What follows belongs to an exercise in optimizing a design on an open flow for small area, a short achievable clock period and few clock cycles per item; a production flow would make more cautious choices. Function was checked by simulation only, so behaviour that the tests miss may differ from the original. Power is estimated from default activity; no workload was simulated.

--- flow/design.v ---
package ufta_pkg;
  localparam int unsigned CfgIdxW = 2;
  localparam int unsigned EvW     = 2;
  typedef enum logic [CfgIdxW-1:0] {
    CFG_HALF_TIMEOUT  = 2'd0,
    CFG_FULL_TIMEOUT  = 2'd1,
    CFG_CHECK_INTERVAL = 2'd2
  } cfg_idx_t;
  typedef enum logic [EvW-1:0] {
    EV_DELETED   = 2'd0,
    EV_CREATED   = 2'd1,
    EV_PROCESSED = 2'd2,
    EV_TABLE_FULL = 2'd3
  } event_t;
  typedef struct packed {
    logic load;
    logic check;
    logic scan;
    logic match;
    logic rev;
    logic flush;
  } cmd_t;
  typedef struct packed {
    logic due;
    logic udp;
    logic scan_last;
    logic hit;
    logic free;
  } sts_t;
  typedef struct packed {
    logic [EvW-1:0] ev;
    logic [31:0]    sip;
    logic [15:0]    sp;
    logic [31:0]    dip;
    logic [15:0]    dp;
    logic           full;
    logic [31:0]    tm;
  } res_t;
endpackage
module udp_flow_table_with_aging #(
  parameter int unsigned TABLE_DEPTH = 16,
  parameter int unsigned TIME_BITS   = 32
) (
  input  logic                         clk,
  input  logic                         rst_n,
  input  logic                         start,
  output logic                         busy,
  input  logic                         in_is_udp,
  input  logic [31:0]                  in_src_ip,
  input  logic [15:0]                  in_src_port,
  input  logic [31:0]                  in_dst_ip,
  input  logic [15:0]                  in_dst_port,
  input  logic [31:0]                  in_time_sec,
  input  logic                         cfg_valid,
  output logic                         cfg_ready,
  input  logic [ufta_pkg::CfgIdxW-1:0] cfg_index,
  input  logic [31:0]                  cfg_data,
  output logic                         out_valid,
  output logic [ufta_pkg::EvW-1:0]     out_event_res,
  output logic [31:0]                  out_flow_src_ip,
  output logic [15:0]                  out_flow_src_port,
  output logic [31:0]                  out_flow_dst_ip,
  output logic [15:0]                  out_flow_dst_port,
  output logic                         out_flow_full,
  output logic [31:0]                  out_flow_time,
  output logic                         out_last
);
  localparam int unsigned N = TABLE_DEPTH;
  function automatic logic gt32(input logic [31:0] x, input logic [31:0] y);
    logic [31:0] g, l;
    begin
      g = x & ~y;
      l = ~x & y;
      for (int w = 16; w >= 1; w = w / 2) begin
        for (int i = 0; i < w; i++) begin
          g[i] = g[2*i+1] | (~l[2*i+1] & g[2*i]);
          l[i] = l[2*i+1] | (~g[2*i+1] & l[2*i]);
        end
      end
      gt32 = g[0];
    end
  endfunction
  function automatic logic [31:0] add32(input logic [31:0] a, input logic [31:0] b,
                                        input logic cin);
    logic [31:0] p, g, gp, pp, ng, np;
    begin
      p = a ^ b;
      g = a & b;
      gp = g;
      gp[0] = g[0] | (p[0] & cin);
      pp = p;
      for (int d = 1; d < 32; d = d * 2) begin
        ng = gp;
        np = pp;
        for (int i = d; i < 32; i++) begin
          ng[i] = gp[i] | (pp[i] & gp[i-d]);
          np[i] = pp[i] & pp[i-d];
        end
        gp = ng;
        pp = np;
      end
      add32 = p ^ {gp[30:0], cin};
    end
  endfunction
  assign cfg_ready = 1'b1;
  logic [31:0] half_to_r, full_to_r, chk_int_r;
  logic        nz_r;         
  logic [31:0] lchk_r, tp_r;
  logic [N-1:0] valid_r;
  logic [N-1:0] e_full;
  logic [31:0]  e_sip  [N];
  logic [15:0]  e_sp   [N];
  logic [31:0]  e_dip  [N];
  logic [15:0]  e_dp   [N];
  logic [31:0]  e_time [N];
  logic         busy_r;      
  logic         age_r;       
  logic         slow_r;      
  logic         rev_r;       
  logic         udp_r;
  logic [31:0]  k_sip, k_dip, k_tm;
  logic [15:0]  k_sp, k_dp;
  logic [31:0]  et_r, elo_h_r, elo_f_r;
  logic         tpok_r;      
  logic [N-1:0] spec_r;      
  logic         spec_ok_r;   
  logic [N-1:0] m_r;         
  logic [N-1:0] x_r;         
  logic [N-1:0] alloc_r;     
  logic [N-1:0] ref_r;       
  logic         ov_r, olast_r, full_r;
  logic [1:0]   ev_r;
  logic [31:0]  o_sip, o_dip, o_tm;
  logic [15:0]  o_sp, o_dp;
  assign busy              = busy_r;
  assign out_valid         = ov_r;
  assign out_event_res     = ev_r;
  assign out_flow_src_ip   = o_sip;
  assign out_flow_src_port = o_sp;
  assign out_flow_dst_ip   = o_dip;
  assign out_flow_dst_port = o_dp;
  assign out_flow_full     = full_r;
  assign out_flow_time     = o_tm;
  assign out_last          = olast_r;
  logic [31:0]  c_sip, c_dip;
  logic [15:0]  c_sp, c_dp;
  logic [N-1:0] cmp_m;
  always_comb begin
    if (rev_r) begin
      c_sip = k_dip; c_sp = k_dp; c_dip = k_sip; c_dp = k_sp;
    end else begin
      c_sip = in_src_ip; c_sp = in_src_port; c_dip = in_dst_ip; c_dp = in_dst_port;
    end
    for (int i = 0; i < N; i++)
      cmp_m[i] = (e_sip[i] == c_sip) && (e_sp[i] == c_sp) &&
                 (e_dip[i] == c_dip) && (e_dp[i] == c_dp);
  end
  logic         go, due_in, chk_wrap, t_ge_last, t_lt_tp, s_hit, s_free, s_full;
  logic [N-1:0] s_m, s_alloc;
  assign go        = start && !busy_r;
  assign chk_wrap  = gt32(lchk_r, tp_r);
  assign t_ge_last = !gt32(lchk_r, in_time_sec);
  assign t_lt_tp   = gt32(tp_r, in_time_sec);
  assign due_in    = nz_r && !(chk_wrap ? (t_ge_last || t_lt_tp) : (t_ge_last && t_lt_tp));
  assign s_m     = cmp_m & valid_r;
  assign s_hit   = |s_m;
  assign s_full  = |(s_m & e_full);
  assign s_free  = ~&valid_r;
  assign s_alloc = ~valid_r & (valid_r + 1'b1);
  logic         wrap_h, wrap_f, zero_h, zero_f;
  logic [N-1:0] a_x;
  function automatic logic expired(input logic [31:0] x, input logic [31:0] lo,
                                   input logic [31:0] t, input logic wrap,
                                   input logic zero);
    logic above, below;
    begin
      above   = gt32(x, lo);
      below   = !gt32(x, t);
      expired = zero || !(wrap ? (above || below) : (above && below));
    end
  endfunction
  assign wrap_h = gt32(elo_h_r, et_r);
  assign wrap_f = gt32(elo_f_r, et_r);
  assign zero_h = half_to_r == 32'd0;
  assign zero_f = full_to_r == 32'd0;
  always_comb begin
    for (int i = 0; i < N; i++)
      a_x[i] = valid_r[i] && expired(e_time[i], e_full[i] ? elo_f_r : elo_h_r, et_r,
                                     e_full[i] ? wrap_f : wrap_h,
                                     e_full[i] ? zero_f : zero_h);
  end
  logic         corr_h_r, corr_f_r, corr_ok_r;
  logic [31:0]  k_tm_nx;
  logic [N-1:0] corr_v, spec_nx, sx;
  logic         use_spec, sx_any;
  assign k_tm_nx = go ? in_time_sec : k_tm;
  assign corr_v  = e_full & {N{corr_f_r}} | ~e_full & {N{corr_h_r}};
  assign spec_nx = (a_x & ~ref_r) | (ref_r & corr_v);
  assign sx       = ((spec_r & ~ref_r) | (ref_r & corr_v)) & valid_r;
  assign sx_any   = |sx;
  assign use_spec = spec_ok_r && corr_ok_r && (in_time_sec == tp_r);
  logic [N-1:0] p_x, p_sel, w_m, w_alloc;
  logic         p_any, p_multi, w_hit, w_free, w_full;
  logic [31:0]  d_sip, d_dip, d_tm;
  logic [15:0]  d_sp, d_dp;
  logic         d_full;
  logic a_any;
  assign a_any   = |a_x;
  assign p_x     = slow_r ? x_r : sx;
  assign p_sel   = p_x & (~p_x + 1'b1);
  assign p_any   = |p_x;
  assign p_multi = |(p_x & (p_x - 1'b1));
  assign w_m     = m_r & valid_r;
  assign w_hit   = |w_m;
  assign w_full  = |(w_m & e_full);
  assign w_free  = ~&valid_r;
  assign w_alloc = ~valid_r & (valid_r + 1'b1);
  always_comb begin
    d_sip = '0; d_sp = '0; d_dip = '0; d_dp = '0; d_tm = '0; d_full = 1'b0;
    for (int i = 0; i < N; i++) begin
      if (p_sel[i]) begin
        d_sip  = d_sip  | e_sip[i];
        d_sp   = d_sp   | e_sp[i];
        d_dip  = d_dip  | e_dip[i];
        d_dp   = d_dp   | e_dp[i];
        d_tm   = d_tm   | e_time[i];
        d_full = d_full | e_full[i];
      end
    end
    if (|(p_sel & ref_r)) d_tm = k_tm;
  end
  logic [N-1:0] r_m;
  logic         r_hit;
  assign r_m   = cmp_m & valid_r;
  assign r_hit = (|r_m) || ((k_sip == k_dip) && (k_sp == k_dp));
  logic [31:0] tp_sum;
  assign tp_sum = add32(age_r ? k_tm : (cfg_valid ? lchk_r : tp_r),
                        cfg_valid ? cfg_data : chk_int_r, 1'b0);
  always_ff @(posedge clk) begin
    if (!rst_n) begin
      half_to_r <= 32'd60;
      full_to_r <= 32'd180;
      chk_int_r <= 32'd1;
      nz_r      <= 1'b1;
      lchk_r    <= 32'd0;
      tp_r      <= 32'd1;
      tpok_r    <= 1'b0;
      corr_ok_r <= 1'b0;
      spec_ok_r <= 1'b0;
      busy_r    <= 1'b0;
      age_r     <= 1'b0;
      slow_r    <= 1'b0;
      rev_r     <= 1'b0;
      ov_r      <= 1'b0;
    end else begin
      if (cfg_valid) begin
        case (cfg_index)
          2'd0: half_to_r <= cfg_data;
          2'd1: full_to_r <= cfg_data;
          2'd2: begin
            chk_int_r <= cfg_data;
            nz_r      <= cfg_data != 32'd0;
            tp_r      <= tp_sum;
          end
          default: ;
        endcase
      end
      if (age_r) begin
        lchk_r <= k_tm;
        tp_r   <= tp_sum;
      end
      if (go && due_in && use_spec) begin
        lchk_r <= tp_r;
        tp_r   <= tp_sum;
      end
      tpok_r    <= !(go && due_in) && !age_r && !cfg_valid;
      corr_ok_r <= tpok_r && !(go && due_in) && !age_r && !cfg_valid;
      spec_ok_r <= corr_ok_r && tpok_r && !(go && due_in) && !age_r && !cfg_valid && !rev_r;
      ov_r   <= 1'b0;
      busy_r <= 1'b0;
      age_r  <= 1'b0;
      slow_r <= 1'b0;
      rev_r  <= 1'b0;
      if (rev_r) begin
        ov_r <= 1'b1;
      end else if (slow_r && p_any) begin
        ov_r   <= 1'b1;
        busy_r <= p_multi || udp_r;
        slow_r <= p_multi || udp_r;
      end else if (age_r || slow_r) begin
        if (age_r && a_any) begin
          busy_r <= 1'b1;
          slow_r <= 1'b1;
        end else if (udp_r) begin
          ov_r   <= 1'b1;
          busy_r <= !w_hit && w_free;
          rev_r  <= !w_hit && w_free;
        end
      end else if (go) begin
        if (due_in && !use_spec) begin
          busy_r <= 1'b1;
          age_r  <= 1'b1;
        end else if (due_in && sx_any) begin
          ov_r   <= 1'b1;
          busy_r <= p_multi || in_is_udp;
          slow_r <= p_multi || in_is_udp;
        end else if (in_is_udp) begin
          ov_r   <= 1'b1;
          busy_r <= !s_hit && s_free;
          rev_r  <= !s_hit && s_free;
        end
      end
    end
  end
  always_ff @(posedge clk) begin
    ref_r <= '0;
    if (rev_r) begin
      ev_r   <= ufta_pkg::EV_PROCESSED;
      full_r <= r_hit;
      olast_r <= 1'b1;
    end else if (slow_r && p_any) begin
      ev_r    <= ufta_pkg::EV_DELETED;
      o_sip   <= d_sip;
      o_sp    <= d_sp;
      o_dip   <= d_dip;
      o_dp    <= d_dp;
      o_tm    <= d_tm;
      full_r  <= d_full;
      olast_r <= !(p_multi || udp_r);
      x_r     <= p_x & ~p_sel;
    end else if (age_r || slow_r) begin
      if (age_r) x_r <= a_x;
      ev_r    <= w_hit ? ufta_pkg::EV_PROCESSED :
                 w_free ? ufta_pkg::EV_CREATED : ufta_pkg::EV_TABLE_FULL;
      o_sip   <= k_sip;
      o_sp    <= k_sp;
      o_dip   <= k_dip;
      o_dp    <= k_dp;
      o_tm    <= k_tm;
      full_r  <= w_hit && w_full;
      olast_r  <= w_hit || !w_free;
      alloc_r <= w_alloc;
      ref_r   <= udp_r ? (w_m & ~(age_r ? a_x : '0)) : '0;
    end else if (go) begin
      udp_r   <= in_is_udp;
      k_sip   <= in_src_ip;
      k_sp    <= in_src_port;
      k_dip   <= in_dst_ip;
      k_dp    <= in_dst_port;
      k_tm    <= in_time_sec;
      m_r     <= cmp_m;
      x_r     <= sx;
      ev_r    <= s_hit ? ufta_pkg::EV_PROCESSED :
                 s_free ? ufta_pkg::EV_CREATED : ufta_pkg::EV_TABLE_FULL;
      o_sip   <= in_src_ip;
      o_sp    <= in_src_port;
      o_dip   <= in_dst_ip;
      o_dp    <= in_dst_port;
      o_tm    <= in_time_sec;
      full_r  <= s_hit && s_full;
      olast_r  <= s_hit || !s_free;
      alloc_r <= s_alloc;
      ref_r   <= (in_is_udp && !(due_in && !use_spec)) ? (s_m & ~(due_in ? sx : '0)) : '0;
      if (due_in && use_spec && sx_any) begin
        ev_r    <= ufta_pkg::EV_DELETED;
        o_sip   <= d_sip;
        o_sp    <= d_sp;
        o_dip   <= d_dip;
        o_dp    <= d_dp;
        o_tm    <= d_tm;
        full_r  <= d_full;
        olast_r <= !(p_multi || in_is_udp);
        x_r     <= sx & ~p_sel;
      end
    end
  end
  always_ff @(posedge clk) begin
    spec_r   <= spec_nx;
    corr_h_r <= expired(k_tm_nx, elo_h_r, et_r, wrap_h, zero_h);
    corr_f_r <= expired(k_tm_nx, elo_f_r, et_r, wrap_f, zero_f);
    if (go && due_in && !use_spec) begin
      et_r    <= in_time_sec;
      elo_h_r <= add32(in_time_sec, ~half_to_r, 1'b1);
      elo_f_r <= add32(in_time_sec, ~full_to_r, 1'b1);
    end else begin
      et_r    <= tp_r;
      elo_h_r <= add32(tp_r, ~half_to_r, 1'b1);
      elo_f_r <= add32(tp_r, ~full_to_r, 1'b1);
    end
  end
  always_ff @(posedge clk) begin
    if (!rst_n) begin
      valid_r <= '0;
    end else begin
      if (age_r) valid_r <= valid_r & ~a_x;
      if (go && due_in && use_spec) valid_r <= valid_r & ~sx;
      if (rev_r) valid_r <= valid_r | alloc_r;
    end
  end
  always_ff @(posedge clk) begin
    for (int i = 0; i < N; i++) begin
      if (ref_r[i]) e_time[i] <= k_tm;
      if (rev_r && alloc_r[i]) begin
        e_sip[i]  <= k_sip;
        e_sp[i]   <= k_sp;
        e_dip[i]  <= k_dip;
        e_dp[i]   <= k_dp;
        e_time[i] <= k_tm;
        e_full[i] <= r_hit;
      end else if (rev_r && r_m[i]) begin
        e_full[i] <= 1'b1;
      end
    end
  end
endmodule
--- flow/run.sh ---
#!/bin/bash
# synth_recipe.tcl (not shown) runs the flow's synth.tcl, then flattens the netlist and writes it again
# the make line also repeats each setting of config.mk as NAME=value (left out here)
make -C /OpenROAD-flow-scripts/flow DESIGN_CONFIG=/design/flow/config.mk WORK_HOME=/design/flow/orfs CLKGATE_MAP_FILE= SYNTH_SCRIPT=/design/flow/synth_recipe.tcl finish
--- flow/config.mk ---
export PLATFORM = sky130hd
export DESIGN_NAME = udp_flow_table_with_aging
export DESIGN_NICKNAME = udp_flow_table_with_aging
export VERILOG_FILES = /design/flow/design.v
export SDC_FILE = /design/flow/constraint.sdc
export NUM_CORES = 4
export LEC_CHECK = 0
export CAP_MARGIN = 40
export CORE_MARGIN = 2
export CORE_UTILIZATION = 32
export SETUP_SLACK_MARGIN = 5
export SLEW_MARGIN = 40
--- flow/constraint.sdc ---
create_clock -name core_clock -period 10.0 [get_ports {clk}]
set_input_delay 2.0000 -clock core_clock [delete_from_list [all_inputs] [get_ports {clk}]]
set_output_delay 2.0000 -clock core_clock [all_outputs]
set_load 0.01 [all_outputs]
==> summary.txt <==
[worst max-delay path, delay by kind of cell (launching register included)]
family	cells	cell delay (ns)
multiplexers	1	0.14
buffers and inverters	4	0.86
AND/OR/NAND/NOR	5	0.76
AO/OA/AOI/OAI	6	2.79
flip-flops	1	0.31
[synth_stat cells, drive strengths merged (51+ instances only)]
cell type	number
a211oi	121
a21o	74
a21oi	750
a221o	152
a221oi	316
a222oi	137
a22oi	361
a31oi	107
a32oi	104
buf	356
clkbuf	523
dfxtp	318
edfxtp	2370
ha	218
inv	462
maj3	570
mux2	51
mux2i	646
nand2	1391
nand2b	232
nand3	403
nand4	335
nor2	696
nor2b	208
nor3	138
nor4	253
o211ai	84
o21ai	657
o22ai	239
o31ai	70
xnor2	710
xor2	981
[stage by stage]
| stage | hold WS [ns] | instance area (sq um) |
|---|---|---|
| 2_1_floorplan | 0.4212 | 157000 |
| 3_3_place_gp | 0.4357 | 171800 |
| 5_1_grt | 0.4672 | 199400 |
| 4_1_cts | 0.4384 | 193900 |
| 6_report | 0.4330 | 199600 |
| 3_5_place_dp | 0.4383 | 174800 |
[power by group through the flow]
stage / clock network (uW) / logic, uW / registers (uW)
finish: 12800 / 32800 / 17400
global route: 13200 / 32600 / 17500
CTS: 12800 / 29400 / 17300
detailed placement: 0 / 27300 / 17500
global placement: 0 / 26600 / 17700
floorplan: 0 / 12500 / 17200
[sequential cells by signal, summed over array words and instances (netlist names), 32 cells and up]
| register | cells |
|---|---|
| e_dip | 512 |
| e_sp | 256 |
| tp_r | 32 |
| o_sip | 32 |
| k_tm | 32 |
| e_time | 512 |
| elo_f_r | 32 |
| e_dp | 256 |
| et_r | 32 |
| e_sip | 512 |
| chk_int_r | 32 |
| k_dip | 32 |
| o_dip | 32 |
| lchk_r | 32 |
| elo_h_r | 32 |
| half_to_r | 32 |
| o_tm | 32 |
| full_to_r | 32 |
| k_sip | 32 |
[area by class of cell]
class / instances / share of cell area [%]
Antenna cell: 102 / 0.1279
Clock buffer: 419 / 4.650
Clock inverter: 205 / 0.8743
Inverter: 469 / 0.9195
Multi-Input combinational cell: 10630 / 42.20
Sequential cell: 2688 / 38.85
Tap cell: 6475 / 4.058
Timing Repair Buffer: 1564 / 8.320
[worst max path at each step]
stage / start / end / slack, ns
floorplan: rev_r / e_time[10][0] / 3.39
global placement: in_time_sec[1] / o_sip[12] / 1.98
detailed placement: in_time_sec[1] / o_sip[1] / 1.91
CTS: in_time_sec[1] / o_sip[3] / 4.89
global route: in_time_sec[1] / o_sip[27] / 4.64
finish: corr_h_r / o_dip[17] / 4.58
[logic make-up after synthesis]
| family | synth area share [%] |
|---|---|
| AND/OR/NAND/NOR | 11.73 |
| AO/OA/AOI/OAI | 15.87 |
| flip-flops | 49.44 |
| XOR/XNOR | 9.443 |
| buffers and inverters | 3.548 |
| adder cells (fa/ha/maj) | 5.477 |
| multiplexers | 4.499 |
| other | 0.002391 |
[timing repair]
| item | CTS | global route |
|---|---|---|
| setup buffers | 216 | 180 |
| endpoints found under the setup margin | 413 | 321 |
| resized for setup | 1125 | 575 |
| gates cloned | 24 | 27 |
| pin swaps | 191 | 291 |
[routing by layer]
| metal | vias up | wire length [um] | part of all wire (%) |
|---|---|---|---|
| met1 | 73710 | 358500 | 34 |
| li1 | 57780 | - | - |
| met2 | 11610 | 459800 | 43 |
| met3 | 3567 | 110900 | 10 |
| met5 | - | 368 | 0.035 |
| met4 | 52 | 130400 | 12 |
==> impl_metrics.py <==
metrics = {
    "grt": {
        "met2_usage_pct": 62.76,
        "grt-busiest-layer": "met2",
        "antenna_found_initial": 156,
        "use_met1_pct": 45.00,
        "use_met3_pct": 12.18,
        "grt-ovfl-total": 0,
        "grt_usage_pct": 40.85,
        "grt_start_max_net_pins": 92,
        "grt_pass1_vias": 131300,
        "grt_pass1_wl_um": 1346000,
    },
    "sta": {
        "skew_ns": 0.1281,
        "drv_slew": 0,
        "hold_violations": 0,
        "rsz0062_at_grt": "true",
        "period_share_pct": 54.22,
        "max_freq_ghz": 0.1844,
        "finalSetupViolations": 0,
        "relSlewSlack_pct": 28.22,
        "setup_slack_ns": 4.578,
        "max_slew.worst_pin.slew_ns": 1.077,
        "finalSetupTns_ns": 0,
        "final.min_clock_period_ns": 5.422,
    },
    "critical_path": {
        "ff2ff_path_depth": 16,
        "r2r_slack_ns": 4.58,
        "crit_fanout": 75,
        "timing.rr.start": "corr_h_r",
        "worstSetupStartpointType": "flip-flop",
        "critical_path_class": "flip-flop to flip-flop",
        "slowest_stage": "a221oi_1",
        "critPathMaxStageDelay_ns": 0.93,
        "path_cells": "buf_4 -> mux2i_2 -> a211o_2 -> nand2_1 -> o21a_1 -> or2_2 -> nor2_4 -> buf_4 -> inv_1 -> nor2_4 -> buf_12 -> a221oi_1 -> nand3_1 -> a221o_1 -> a221oi_2 -> a32oi_1",
        "cp.required_ns": 10.79,
        "critPathCaptureType": "flip-flop",
        "r2r_end": "o_dip[17]",
        "timing.critical_path.arrival_ns": 6.21,
    },
    "status": {
        "status": "timing/DRC/antenna clean",
    },
    "route": {
        "drc": 0,
        "ant_nets": 0,
        "via_count": 146700,
        "wl_per_cell_um": 47.00,
        "via_per_inst": 6.505,
        "drt_iter0_drc": 23200,
        "dr.pass1.iters": 10,
        "drt-total-wl_um": 1060000,
    },
    "clock_tree": {
        "postCtsHoldBufs": 0,
        "clockRootBuffer": "clkbuf_16",
        "clk_pin_slew_worst_paths_ns": 0.06,
        "cts_tree": "yes",
        "cts_made_buffers": 344,
        "clkLatencyLatePin_ns": 1.11,
        "clockBufferDepth": 4,
        "clock_sinks": 2688,
        "cts_max_level": 5,
    },
    "placed_design": {
        "place_hpwl_um": 777500,
        "place.gp.congestion": 1.139,
        "io_buffers": 300,
        "dp_cells": 21350,
        "preCtsSetupSlack_ns": 1.907,
    },
    "power": {
        "clkPwrFrac_pct": 20.3,
        "p_seq_share_pct": 27.6,
        "switchingPower_uw": 30370,
        "switching_share_pct": 48.26,
        "p_per_area_nw_per_um2": 315.3,
        "combinationalPowerShare_pct": 52.0,
        "vdd.ir_drop.worst_v": 0.0002068,
        "leakagePower_uw": 0.06982,
        "power_uw": 62940,
        "internal_power_uw": 32560,
    },
    "floorplanning": {
        "die_w_um": 704.1,
        "core_sq_um": 489100,
        "start_util_pct": 32.07,
        "ios": 302,
        "die_h_um": 704.1,
        "row_count": 257,
        "die_area_sq_um": 495700,
    },
    "logic_synthesis": {
        "synth.yosys.seq_area_share_pct": 49.44,
        "synthesis.nets": 15050,
        "postSynth.asyncResetShare_pct": 0,
        "synth_top_cell_by_area": "edfxtp_1",
        "yosys-top-cells-area": "edfxtp_1 45%, xor2_1 5.5%, mux2i_1 4.1%",
        "synthDistinctLibCells": 114,
        "yosysTopAreaCellShare_pct": 45.38,
        "ys.flop_type": "edfxtp_1",
        "ys_warn_count": 6,
        "syn_area_sq_um": 156800,
        "syn_inst": 14660,
        "synth_seq_cells": 2688,
        "synth_area_per_cell_sq_um": 10.70,
        "synth-edff-count": 2370,
    },
    "final_layout": {
        "final_cell_mix": "2370 x edfxtp_1, 1345 x nand2_1, 849 x buf_4",
        "syn2layout_area_growth_pct": 27.28,
        "final_util_pct": 40.82,
        "final_common_cell": "edfxtp_1",
        "multi_input_area_sq_um": 84250,
        "final_cells": 22550,
        "fin_nets": 16090,
        "final_layout_size_suffix_gt1_share_pct": 19.83,
        "regArea_sq_um": 77550,
        "fill_cells": 46820,
    },
    "hold_path": {
        "whs_path_depth": 1,
        "hold_path_end": "corr_ok_r",
        "hold_class": "flip-flop to flip-flop",
        "holdCritStartpoint": "tpok_r",
    },
    "run": {
        "cap_violations": 0,
    },
}
Testbench counts, summed over its fixed seeds: cycles 19,719, packets 16,000.

static timing again, ports no longer ideal:
Ports are ideal in the flow. The routed layout listed here was re-timed in OpenROAD.
Step 1 assumes that a clkbuf_16 drives the clock port and a buf_2 every other input.
Step 2 adds t to the input delays and takes it off the output delays; t is the mean of the earliest and latest rising clock arrival at the registers after step 1. Input paths then give back, and output paths get back, about the clock's delay inside the block.
Three values: no drivers, after step 1, after step 2; two values: the first two.
shift t [ns]: 1.181
setup WS [ns]: 4.578 / 4.578 / 3.559
worst register clock-pin slew, ns: 0.07 / 0.07
pins driven straight from the clock port: 1
After both steps this run still meets setup and hold. For this run, drivers alone change the setup slack by 0.000 ns; drivers and shift together by -1.019 ns.
